Source: an optimization exercise on an open RTL-to-GDS flow (aim: a short achievable clock period and few clock cycles). Production flows keep margins and buffers that such runs may drop.
Only simulation tests tie the RTL to the original design; equivalence was not proved.
Power is estimated from default activity; no workload was simulated.

==> flow/flow/run.sh <==
#!/bin/bash
# Standard ORFS layout (the standard.sh) with these changes:
# - timing repair aims well below the clock period, to push the achieved
#   period down;
# - the ports get real buffers (buf_4) instead of the smallest buffer;
# - adders are left to abc (no half/full adder cell extraction), and the
#   adder modules are kept apart during abc so each is mapped for depth on
#   its own; the standard flow's synthesis script flattens them afterwards, and every
#   register stays in the top module, so register names are unchanged.
# Each ORFS step writes its full log under orfs/logs/; this script's own
# output goes to run_standard.log.
set -euo pipefail
export SETUP_SLACK_MARGIN=${SETUP_SLACK_MARGIN:-6.5}
export ADDER_MAP_FILE=
export SYNTH_KEEP_MODULES="ksAdd32 ksAdd30"
export BUFFER_PORTS_ARGS="-buffer_cell sky130_fd_sc_hd__buf_4"
bash standard.sh finish > run_standard.log 2>&1
==> flow/standard.sh <==
#!/bin/bash
# synth_recipe.tcl (not shown) runs the flow's synth.tcl, then flattens the netlist and writes it again
# the make line also repeats each setting of config.mk as NAME=value (left out here)
make -C /OpenROAD-flow-scripts/flow DESIGN_CONFIG=/design/flow/config.mk WORK_HOME=/design/flow/orfs CLKGATE_MAP_FILE= SYNTH_SCRIPT=/design/flow/synth_recipe.tcl "${@:-finish}"
==> flow/config.mk <==
export PLATFORM = sky130hd
export DESIGN_NAME = mipsCore
export DESIGN_NICKNAME = mipsCore
export VERILOG_FILES = /design/flow/design.v
export SDC_FILE = /design/flow/constraint.sdc
export NUM_CORES = 4
export LEC_CHECK = 0
export CAP_MARGIN = 20
export CORE_MARGIN = 2
export CORE_UTILIZATION = 35
export SLEW_MARGIN = 20
==> flow/constraint.sdc <==
create_clock -name core_clock -period 11.0 [get_ports {clk}]
set_input_delay 2.2000 -clock core_clock [delete_from_list [all_inputs] [get_ports {clk}]]
set_output_delay 2.2000 -clock core_clock [all_outputs]
set_load 0.01 [all_outputs]
==> flow/design.v <==
package mipsPkg;
    typedef logic [32-1:0] word_t;
    typedef logic [$clog2(32)-1:0] regIdx_t;
    typedef logic [5:0] opcode_t;  
    typedef logic [5:0] funct_t;   
    typedef enum logic [2:0] {
        ALU_NOP  = 3'd0,
        ALU_ADD  = 3'd1,
        ALU_SUB  = 3'd2,
        ALU_AND  = 3'd3,
        ALU_OR   = 3'd4,
        ALU_SLT  = 3'd5,
        ALU_SLTU = 3'd6
    } aluOp_t;
endpackage
module control
(
    input  mipsPkg::word_t  instr,
    output logic            regDst,    
    output logic            jump,
    output logic            branch,
    output logic            memToReg,  
    output mipsPkg::aluOp_t aluOp,
    output logic            memWrite,
    output logic            aluSrc,    
    output logic            regWrite,
    output logic            extZero    
);
    mipsPkg::opcode_t opcode;
    mipsPkg::funct_t  funct;
    mipsPkg::aluOp_t  rTypeOp;     
    logic             rTypeValid;  
    assign opcode = instr[31:26];
    assign funct  = instr[5:0];
    always_comb
    begin
        rTypeValid = 1'b1;
        case (funct)
            6'b100000, 6'b100001: rTypeOp = mipsPkg::ALU_ADD;  
            6'b100010, 6'b100011: rTypeOp = mipsPkg::ALU_SUB;
            6'b100100:              rTypeOp = mipsPkg::ALU_AND;
            6'b100101:               rTypeOp = mipsPkg::ALU_OR;
            6'b101010:              rTypeOp = mipsPkg::ALU_SLT;
            6'b101011:             rTypeOp = mipsPkg::ALU_SLTU;
            default:
            begin
                rTypeOp    = mipsPkg::ALU_NOP;
                rTypeValid = 1'b0;
            end
        endcase
    end
    always_comb
    begin
        regDst   = 1'b0;
        jump     = 1'b0;
        branch   = 1'b0;
        memToReg = 1'b0;
        aluOp    = mipsPkg::ALU_NOP;
        memWrite = 1'b0;
        aluSrc   = 1'b0;
        regWrite = 1'b0;
        extZero  = 1'b0;
        case (opcode)
            6'b000000:
            begin
                regDst   = 1'b1;
                aluOp    = rTypeOp;
                regWrite = rTypeValid;  
            end
            6'b001000:
            begin
                aluOp    = mipsPkg::ALU_ADD;
                aluSrc   = 1'b1;
                regWrite = 1'b1;
            end
            6'b001101:
            begin
                aluOp    = mipsPkg::ALU_OR;
                aluSrc   = 1'b1;
                regWrite = 1'b1;
                extZero  = 1'b1;
            end
            6'b100011:
            begin
                memToReg = 1'b1;
                aluOp    = mipsPkg::ALU_ADD;  
                aluSrc   = 1'b1;
                regWrite = 1'b1;
            end
            6'b101011:
            begin
                aluOp    = mipsPkg::ALU_ADD;
                aluSrc   = 1'b1;
                memWrite = 1'b1;
            end
            6'b000100:
            begin
                branch = 1'b1;
                aluOp  = mipsPkg::ALU_SUB;  
            end
            6'b000010: jump = 1'b1;
            default: ;
        endcase
    end
endmodule
module ksAdd #(parameter int W = 32)
(
    input  logic [W-1:0] a,
    input  logic [W-1:0] b,
    input  logic         cin,
    output logic [W-1:0] sum,
    output logic         cout
);
    localparam int L = $clog2(W);
    logic [W-1:0] g [0:L];
    logic [W-1:0] p [0:L];
    always_comb
    begin
        for (int i = 0; i < W; i++)
        begin
            g[0][i] = a[i] & b[i];
            p[0][i] = a[i] ^ b[i];
        end
        g[0][0] = (a[0] & b[0]) | (cin & (a[0] ^ b[0]));
    end
    for (genvar l = 0; l < L; l++)
    begin : lvl
        for (genvar i = 0; i < W; i++)
        begin : bitx
            if (i >= (1 << l))
            begin : comb
                assign g[l+1][i] = g[l][i] | (p[l][i] & g[l][i - (1 << l)]);
                assign p[l+1][i] = p[l][i] & p[l][i - (1 << l)];
            end
            else
            begin : pass
                assign g[l+1][i] = g[l][i];
                assign p[l+1][i] = p[l][i];
            end
        end
    end
    always_comb
    begin
        sum[0] = a[0] ^ b[0] ^ cin;
        for (int i = 1; i < W; i++)
            sum[i] = a[i] ^ b[i] ^ g[L][i-1];
    end
    assign cout = g[L][W-1];
endmodule
module ksAdd32
(
    input  logic [31:0] a,
    input  logic [31:0] b,
    input  logic        cin,
    output logic [31:0] sum,
    output logic        cout
);
    ksAdd #(.W(32)) add_i (.a(a), .b(b), .cin(cin), .sum(sum), .cout(cout));
endmodule
module ksAdd30
(
    input  logic [29:0] a,
    input  logic [29:0] b,
    input  logic        cin,
    output logic [29:0] sum,
    output logic        cout
);
    ksAdd #(.W(30)) add_i (.a(a), .b(b), .cin(cin), .sum(sum), .cout(cout));
endmodule
module regFile
(
    input  logic             clk,
    input  logic             rst,
    input  mipsPkg::regIdx_t readAddrA,
    input  mipsPkg::regIdx_t readAddrB,
    output mipsPkg::word_t   readDataA,
    output mipsPkg::word_t   readDataB,
    input  logic             writeEn,
    input  mipsPkg::regIdx_t writeAddr,
    input  mipsPkg::word_t   writeData
);
    mipsPkg::word_t regs [1:32-1];
    always_ff @(posedge clk)
    begin
        if (rst)
        begin
            for (int i = 1; i < 32; i++)
                regs[i] <= '0;
        end
        else if (writeEn && (writeAddr != '0))
        begin
            regs[writeAddr] <= writeData;
        end
    end
    assign readDataA = (readAddrA == '0) ? '0 : regs[readAddrA];
    assign readDataB = (readAddrB == '0) ? '0 : regs[readAddrB];
endmodule
module pcUnit
(
    input  logic           clk,
    input  logic           rst,
    input  logic           jump,
    input  logic           branch,
    input  logic           zero,
    input  mipsPkg::word_t instr,
    output mipsPkg::word_t pc
);
    mipsPkg::word_t pcPlus4;
    mipsPkg::word_t branchOffset;
    mipsPkg::word_t branchTarget;
    mipsPkg::word_t jumpTarget;
    mipsPkg::word_t nextPc;
    assign pcPlus4 = pc + 32'd4;
    assign branchOffset = {{14{instr[15]}}, instr[15:0], 2'b00};
    assign branchTarget = pcPlus4 + branchOffset;
    assign jumpTarget = {pcPlus4[31:28], instr[25:0], 2'b00};
    always_comb
    begin
        nextPc = pcPlus4;  
        if (jump)
            nextPc = jumpTarget;
        else if (branch && zero)
            nextPc = branchTarget;  
    end
    always_ff @(posedge clk)
    begin
        if (rst)
            pc <= 32'h0000_0000;
        else
            pc <= nextPc;
    end
endmodule
module mipsCore
(
    input  logic           clk,
    input  logic           rst,
    output mipsPkg::word_t instrAddr,
    input  mipsPkg::word_t instr,
    output mipsPkg::word_t dataAddr,
    output mipsPkg::word_t dataWrite,
    output logic           dataWriteEn,
    input  mipsPkg::word_t dataRead
);
    logic [31:0] pc;
    logic [31:0] regs [1:31];
    logic [31:1] regZero;       
    logic [31:1] dSelA;         
    logic        dSelAAlu;      
    logic        dSelBImm;      
    logic [31:1] dSelT;         
    logic        dSelTAlu;
    logic        dSelTLd;
    logic [31:0] dImm;          
    logic        dSum, dSub, dAnd, dOr, dSlt, dSltu;
    logic [4:0]  dDst;          
    logic        dNz;
    logic        dLw;
    logic        dSw;
    logic        dCheck;        
    logic        dPredTaken;
    logic [31:0] dPc4;          
    logic [31:0] dBrTarget;     
    logic [31:0] mAddr;
    logic [31:0] mWData;
    logic [31:0] mAlu;
    logic        mAluZero;
    logic        mWe;
    logic        mLoad;
    logic [4:0]  mRd;           
    logic        mRdNz;
    logic [31:0] wbData;
    logic        wbZero;
    assign wbData = mLoad ? dataRead : mAlu;
    assign wbZero = mLoad ? (dataRead == 32'd0) : mAluZero;
    assign dataAddr    = mAddr;
    assign dataWrite   = mWData;
    assign dataWriteEn = mWe && !rst;
    always_ff @(posedge clk)
    begin
        if (rst)
        begin
            for (int i = 1; i < 32; i++)
                regs[i] <= '0;
            regZero <= '1;
        end
        else if (mRdNz)
        begin
            regs[mRd]    <= wbData;
            regZero[mRd] <= wbZero;
        end
    end
    logic [31:0] opA, aluB, opT, opR;
    always_comb
    begin
        opA = ({32{dSelAAlu}} & mAlu);
        opR = ({32{dSelTAlu}} & mAlu);
        for (int i = 1; i < 32; i++)
        begin
            opA = opA | ({32{dSelA[i]}} & regs[i]);
            opR = opR | ({32{dSelT[i]}} & regs[i]);
        end
    end
    assign opT  = opR | ({32{dSelTLd}} & dataRead);
    assign aluB = dSelBImm ? dImm : opR;
    logic [31:0] sum, diff, aluResult;
    logic        carrySub, lessS, lessU, aluZero;
    ksAdd32 add_i (.a(opA), .b(aluB),  .cin(1'b0), .sum(sum),  .cout());
    ksAdd32 sub_i (.a(opA), .b(~aluB), .cin(1'b1), .sum(diff), .cout(carrySub));
    assign lessU = !carrySub;
    assign lessS = lessU ^ opA[31] ^ aluB[31];
    assign aluResult = ({32{dSum}} & sum)
                     | ({32{dSub}} & diff)
                     | ({32{dAnd}} & (opA & aluB))
                     | ({32{dOr}}  & (opA | aluB))
                     | {31'b0, (dSlt & lessS) | (dSltu & lessU)};
    assign aluZero = (dSum  && ((opA ^ aluB) == {opA[30:0] | aluB[30:0], 1'b0}))
                  || (dSub  && (opA == aluB))
                  || (dAnd  && ((opA & aluB) == 32'd0))
                  || (dOr   && ((opA | aluB) == 32'd0))
                  || (dSlt  && !lessS)
                  || (dSltu && !lessU);
    logic mispredict;
    logic [31:0] altPc;         
    assign mispredict = dCheck && ((opA == opT) != dPredTaken);
    assign altPc      = dPredTaken ? dPc4 : dBrTarget;
    always_ff @(posedge clk)
    begin
        mAddr    <= sum;
        mWData   <= opT;
        mAlu     <= aluResult;
        mAluZero <= aluZero;
        if (rst)
        begin
            mWe   <= 1'b0;
            mLoad <= 1'b0;
            mRd   <= 5'd0;
            mRdNz <= 1'b0;
        end
        else
        begin
            mWe   <= dSw;
            mLoad <= dLw;
            mRd   <= dDst;
            mRdNz <= dNz;
        end
    end
    logic [5:0]  fOp, fFunct;
    logic [4:0]  fRs, fRt, fRd;
    logic [15:0] fImm;
    assign fOp    = instr[31:26];
    assign fFunct = instr[5:0];
    assign fRs    = instr[25:21];
    assign fRt    = instr[20:16];
    assign fRd    = instr[15:11];
    assign fImm   = instr[15:0];
    logic isR, isAddi, isOri, isLw, isSw, isBeq, isJ;
    logic fAdd, fSub, fAnd, fOr, fSlt, fSltu, rValid;
    assign isR    = (fOp == 6'b000000);
    assign isAddi = (fOp == 6'b001000);
    assign isOri  = (fOp == 6'b001101);
    assign isLw   = (fOp == 6'b100011);
    assign isSw   = (fOp == 6'b101011);
    assign isBeq  = (fOp == 6'b000100);
    assign isJ    = (fOp == 6'b000010);
    assign fAdd   = (fFunct == 6'b100000) || (fFunct == 6'b100001);
    assign fSub   = (fFunct == 6'b100010) || (fFunct == 6'b100011);
    assign fAnd   = (fFunct == 6'b100100);
    assign fOr    = (fFunct == 6'b100101);
    assign fSlt   = (fFunct == 6'b101010);
    assign fSltu  = (fFunct == 6'b101011);
    assign rValid = fAdd || fSub || fAnd || fOr || fSlt || fSltu;
    logic       regWrite, useImm;
    logic [4:0] fDst;
    assign regWrite = (isR && rValid) || isAddi || isOri || isLw;
    assign fDst     = !regWrite ? 5'd0 : (isR ? fRd : fRt);
    assign useImm   = isAddi || isOri || isLw || isSw;
    logic fwdA, fwdT;
    assign fwdA = dNz && (dDst == fRs);
    assign fwdT = dNz && (dDst == fRt);
    logic stall;
    assign stall = dLw && (fwdA || (fwdT && isR));
    logic [4:0] rOther;
    logic       oneZero, fwdOD, fwdOM, zO, kO;
    logic [31:0] zeroFlags;
    assign zeroFlags = {regZero, 1'b1};
    assign oneZero   = (fRs == 5'd0) || (fRt == 5'd0);
    assign rOther    = fRs | fRt;
    assign fwdOD     = dNz && (dDst == rOther);
    assign fwdOM     = mRdNz && (mRd == rOther);
    assign zO        = fwdOD ? aluZero : (fwdOM ? wbZero : zeroFlags[rOther]);
    assign kO        = !(fwdOD && dLw);
    logic resolved, taken;
    assign resolved = (fRs == fRt) || (oneZero && kO);
    assign taken    = (fRs == fRt) || ((oneZero && kO) ? zO : fImm[15]);
    logic [31:0] pcPlus4, branchTarget, jumpTarget, seqPc;
    assign pcPlus4 = pc + 32'd4;
    ksAdd30 target_i (
        .a    (pcPlus4[31:2]),
        .b    ({{14{fImm[15]}}, fImm}),
        .cin  (1'b0),
        .sum  (branchTarget[31:2]),
        .cout ()
    );
    assign branchTarget[1:0] = pcPlus4[1:0];
    assign jumpTarget = {pcPlus4[31:28], instr[25:0], 2'b00};
    localparam int NJ = 4;
    logic [NJ-1:0] jValid;
    logic [31:2]   jAddr   [NJ];
    logic [31:2]   jTarget [NJ];
    logic [$clog2(NJ)-1:0] jNext;    
    logic          fSeq;             
    logic          jIns;             
    logic [31:2]   jInsAddr;
    logic [31:2]   jInsTarget;
    logic [NJ-1:0] jHit;
    logic          fold;
    logic [31:0]   foldPc;
    always_comb
    begin
        foldPc = '0;
        for (int i = 0; i < NJ; i++)
        begin
            jHit[i] = jValid[i] && (jAddr[i] == pcPlus4[31:2]);
            foldPc  = foldPc | ({32{jHit[i]}} & {jTarget[i], 2'b00});
        end
    end
    assign fold = |jHit;
    assign seqPc = isJ ? jumpTarget : (fold ? foldPc : pcPlus4);
    always_ff @(posedge clk)
    begin
        if (rst)
        begin
            jValid <= '0;
            jNext  <= '0;
        end
        else if (jIns)
        begin
            jValid[jNext] <= 1'b1;
            jNext         <= jNext + 1'b1;
        end
    end
    always_ff @(posedge clk)
    begin
        if (jIns)
        begin
            jAddr[jNext]   <= jInsAddr;
            jTarget[jNext] <= jInsTarget;
        end
    end
    always_ff @(posedge clk)
    begin
        jIns       <= isJ && fSeq && !rst;
        jInsAddr   <= pc[31:2];
        jInsTarget <= jumpTarget[31:2];
    end
    always_ff @(posedge clk)
    begin
        if (rst)
        begin
            pc   <= 32'h0000_0000;
            fSeq <= 1'b0;
        end
        else if (mispredict)
        begin
            pc   <= altPc;
            fSeq <= 1'b0;
        end
        else if (stall)
            pc <= pc;
        else if (isBeq && taken)
        begin
            pc   <= branchTarget;
            fSeq <= 1'b0;
        end
        else
        begin
            pc   <= seqPc;
            fSeq <= !isJ && !fold;
        end
    end
    always_ff @(posedge clk)
    begin
        for (int i = 1; i < 32; i++)
        begin
            dSelA[i] <= (fRs == 5'(i)) && !fwdA;
            dSelT[i] <= (fRt == 5'(i)) && !fwdT;
        end
        dSelAAlu <= fwdA && !dLw;
        dSelBImm <= useImm;
        dSelTAlu <= fwdT && !dLw;
        dSelTLd  <= fwdT && dLw;
        dImm     <= isOri ? {16'b0, fImm} : {{16{fImm[15]}}, fImm};
        dSum     <= isAddi || isLw || isSw || (isR && fAdd);
        dSub     <= isR && fSub;
        dAnd     <= isR && fAnd;
        dOr      <= isOri || (isR && fOr);
        dSlt     <= isR && fSlt;
        dSltu    <= isR && fSltu;
        dPredTaken <= taken;
        dPc4       <= pcPlus4;
        dBrTarget  <= branchTarget;
        if (rst || mispredict || stall)
        begin
            dDst   <= 5'd0;
            dNz    <= 1'b0;
            dLw    <= 1'b0;
            dSw    <= 1'b0;
            dCheck <= 1'b0;
        end
        else
        begin
            dDst   <= fDst;
            dNz    <= (fDst != 5'd0);
            dLw    <= isLw;
            dSw    <= isSw;
            dCheck <= isBeq && !resolved;
        end
    end
    assign instrAddr = pc;
endmodule
==> results.txt <==
through the flow:
step	hold slack, ps	instances	total power [mW]	worst slack [ps]	area [um2]
2_1_floorplan	351.0	7126	8.153	6008	77870
3_3_place_gp	368.9	9946	9.209	3041	82760
3_5_place_dp	365.9	9947	9.201	3029	82780
4_1_cts	374.4	10479	15.47	5171	92710
5_1_grt	383.7	10602	16.09	4984	94790
6_report	380.0	10623	15.83	5004	94840
layout by cell type, fill, tap and decap left out, types with 35 or more instances in the layout:
cell / n
a211o_1: 38
a21oi_1: 121
a221oi_1: 51
a22o_1: 58
a22oi_1: 956
a31oi_1: 74
buf_12: 51
buf_4: 591
buf_6: 62
clkbuf_16: 185
clkinv_2: 35
dfxtp_1: 304
dfxtp_4: 48
edfxtp_1: 1232
inv_1: 106
maj3_1: 48
mux2i_1: 51
nand2_1: 232
nand3_1: 108
nand4_1: 256
nor2_1: 1337
nor3_1: 44
nor4_1: 37
o21ai_0: 86
or2_2: 40
xnor2_1: 234
xor2_1: 102
critical path, stage by stage, from the launching register on:
cell       delay [ps]
dfxtp_4           410
buf_4             220
bufbuf_16         350
a22oi_1           200
nand4_1           200
nor4_4            340
buf_12            180
a21oi_4            70
inv_4             130
xnor2_1           130
nor2_2            230
and3_1            240
nand2_1           160
o41ai_4           500
o2111a_1          250
nor2_1             60
o41a_1            140
nor3_4            340
a31oi_1           130
a31o_2            250
nor3_4            150
o31ai_4           170
a21oi_4           250
buf_12            150
buf_16            130
buf_16            130
nor3_2             40
a311o_1           270
power by group through the flow:
stage                     sequential (mW)  clock [mW]  combinational, mW
after floorplan                      7.02           0               1.14
after global placement               7.11           0               2.10
after detailed placement             7.10           0               2.10
after CTS                            6.96        6.14               2.36
after global routing                 6.98        6.38               2.72
final                                6.98        6.15               2.69
worst paths after layout:
kind | from | endpoint | depth (start not counted)
worst min register to register | pc[1] | dBrTarget[1] | 0
worst max-delay path | dSelT[13] | pc[21] | 27
worst max register to register | dSelT[13] | pc[21] | 27
worst min-delay path | pc[1] | dBrTarget[1] | 0
final cells by class:
cell class	count	area (um2)
repair inverters	3	15.01
flip-flops and latches	1609	44750
well taps	2958	3701
fillers	20708	125100
clock buffers	223	4756
diodes	27	67.56
inverters	143	608.1
repair buffers	753	7350
multi-input cells	4800	32510
clock inverters	107	1082
metal layers:
metal / vias to the layer above / track usage, % / wire length (um) / share of wire (%)
met5: - / 0.5840 / 658 / 0.14
met4: 36 / 28.66 / 45120 / 9.8
met3: 2302 / 16.72 / 69960 / 15
met2: 7598 / 53.97 / 180800 / 39
met1: 36277 / 48.56 / 162800 / 35
li1: 27698 / - / - / -
state kept, by name, summed over array words and instances (netlist names), 2 cells and up:
signal	cells
dDst	5
jInsAddr	30
pc	32
dPc4	27
jValid	4
jNext	2
regZero	31
jTarget	120
mRd	5
dSelA	31
jInsTarget	29
regs	992
mAlu	32
jAddr	120
dBrTarget	32
mWData	32
dSelT	31
mAddr	32
timing repair:
| item | CTS | global route |
|---|---|---|
| resized for setup | 417 | 204 |
| setup endpoints to repair | 321 | 122 |
| buffers inserted | 181 | 109 |
| endpoints found under the hold margin | 0 | 0 |
| hold buffers | 0 | 0 |
| pin swaps | 62 | 98 |
| cloned | 21 | 7 |
==> summary.md <==
| Metric | Value |
|---|---|
| # rows | 172 |
| DR DRC count | 0 |
| Core box area | 0.2199 mm2 |
| Share of cells above drive strength 1 | 21.48% |
| Die height | ~470 um |
| Initial Util | 35.26% |
| First-pass GRT wire length | 599900 um |
| Internal Power | 11.16 mW |
| 1st-pass router iterations | 13 |
| Critical path class | register to register |
| Status | finished clean |
| Crit Path Max Fanout | 10 |
| I/O pin cnt | about 160 |
| Vias | 73911 |
| Hold WC Path Type | register to register |
| Final Max Tran Viols | 0 |
| RSZ-0062 raised after global routing | yes |
| Worst Path Required | 11730 ps |
| Relative slew slack | 18.51% |
| Leakage | approximately 32 nW |
| Wirelength, routed | roughly 460000 um |
| Largest net degree at the start of global routing | between 60 and 70 |
| Final Hold Fails | 0 |
| H-tree levels | 4 |
| Vias in the first global route | 67413 |
| Area delta synth->final | 22.31% |
| Final setup fails | 0 |
| Vias/cell | 6.958 |
| Initial antenna violation count | 40 |
| Psw | 4.661 mW |
| Num CTS Buffers | 177 |
| Arrival @ worst endpoint | 6730 ps |
| Routed Antenna Nets | 0 |
| CTS max path bufs | 3 |
| R2r setup slk | between 5000 and 6000 ps |
| Minimum clock period | 5996 ps |
| Detailed Place HPWL | 275400 um |
| Synthesized area | between 0.07 and 0.08 mm2 |
| Ys Warns | between 600 and 700 |
| Die Footprint | 0.2253 mm2 |
| Clk_skew | between 50 and 60 ps |
| Worst-path clk slew | 60 ps |
| Overall routing resource usage | 39.21% |
| Comb pwr share | between 10% and 20% |
| Clk pwr share | about two fifths |
| Max-cap violations | 0 |
| Sw Share | approximately 29% |
| Grt total ovfl | 0 |
| GP Congestion | about 1.1 |
| Nets | about 7600 |
| DRT iter0 DRCs | approximately 16000 |
| Final core utilization | 43.12% |
| Mapped Cells | slightly above 7000 |
| Worst-Margin Slew | 1222 ps |
| Syn_area_per_cell | 10.90 um2 |
| Worst Setup End Kind | register |
| Clk root buf | clkbuf_16 |
| Achievable clock frequency | 166.8 MHz |
| Port Buffer Count | around 160 |
| CTS sink cnt | around 1600 |
| Die width | roughly 470 um |
| Startpoint types | register |
| TNS Setup | 0 ps |
| Avg WL per Cell | 43.24 um |
| Power per Cell Area | 166.9 mW/mm2 |
| Peak supply drop | 0.1626 mV |
| Final period utilization | 54.51% |
| CTS tree | built |
| Sequential fraction of design power | 44.1% |
| Worst-skew pair later-pin latency | 890 ps |
Testbench counts, summed over its fixed seeds: cycles 104,177.

-- separate check: timing with driven ports --
In the flow no input, the clock included, has a driving cell. The finished layout below was timed again as built, in two steps.
Step 1 sets driving cells, clkbuf_16 on the clock port and buf_2 on the other inputs (assumed; they add their load-dependent delay and slew).
Step 2 adds t to the input delays and takes it off the output delays; t is the mean of the earliest and latest rising clock arrival at the registers after step 1. Input paths then give back, and output paths get back, about the clock's delay inside the block.
Slacks: ideal ports / drivers / drivers and shift; pairs: ideal ports / drivers.
t (ns): 0.959
slack for setup (ns): 5.004 / 5.004 / 4.429
clock arrival spread, ns: 0.055 / 0.054
worst slew at a driven data input, ns: 0.37
After both steps setup and hold are still met in this run. The setup slack of this run moves by 0.000 ns with the drivers and by -0.575 ns with both steps.
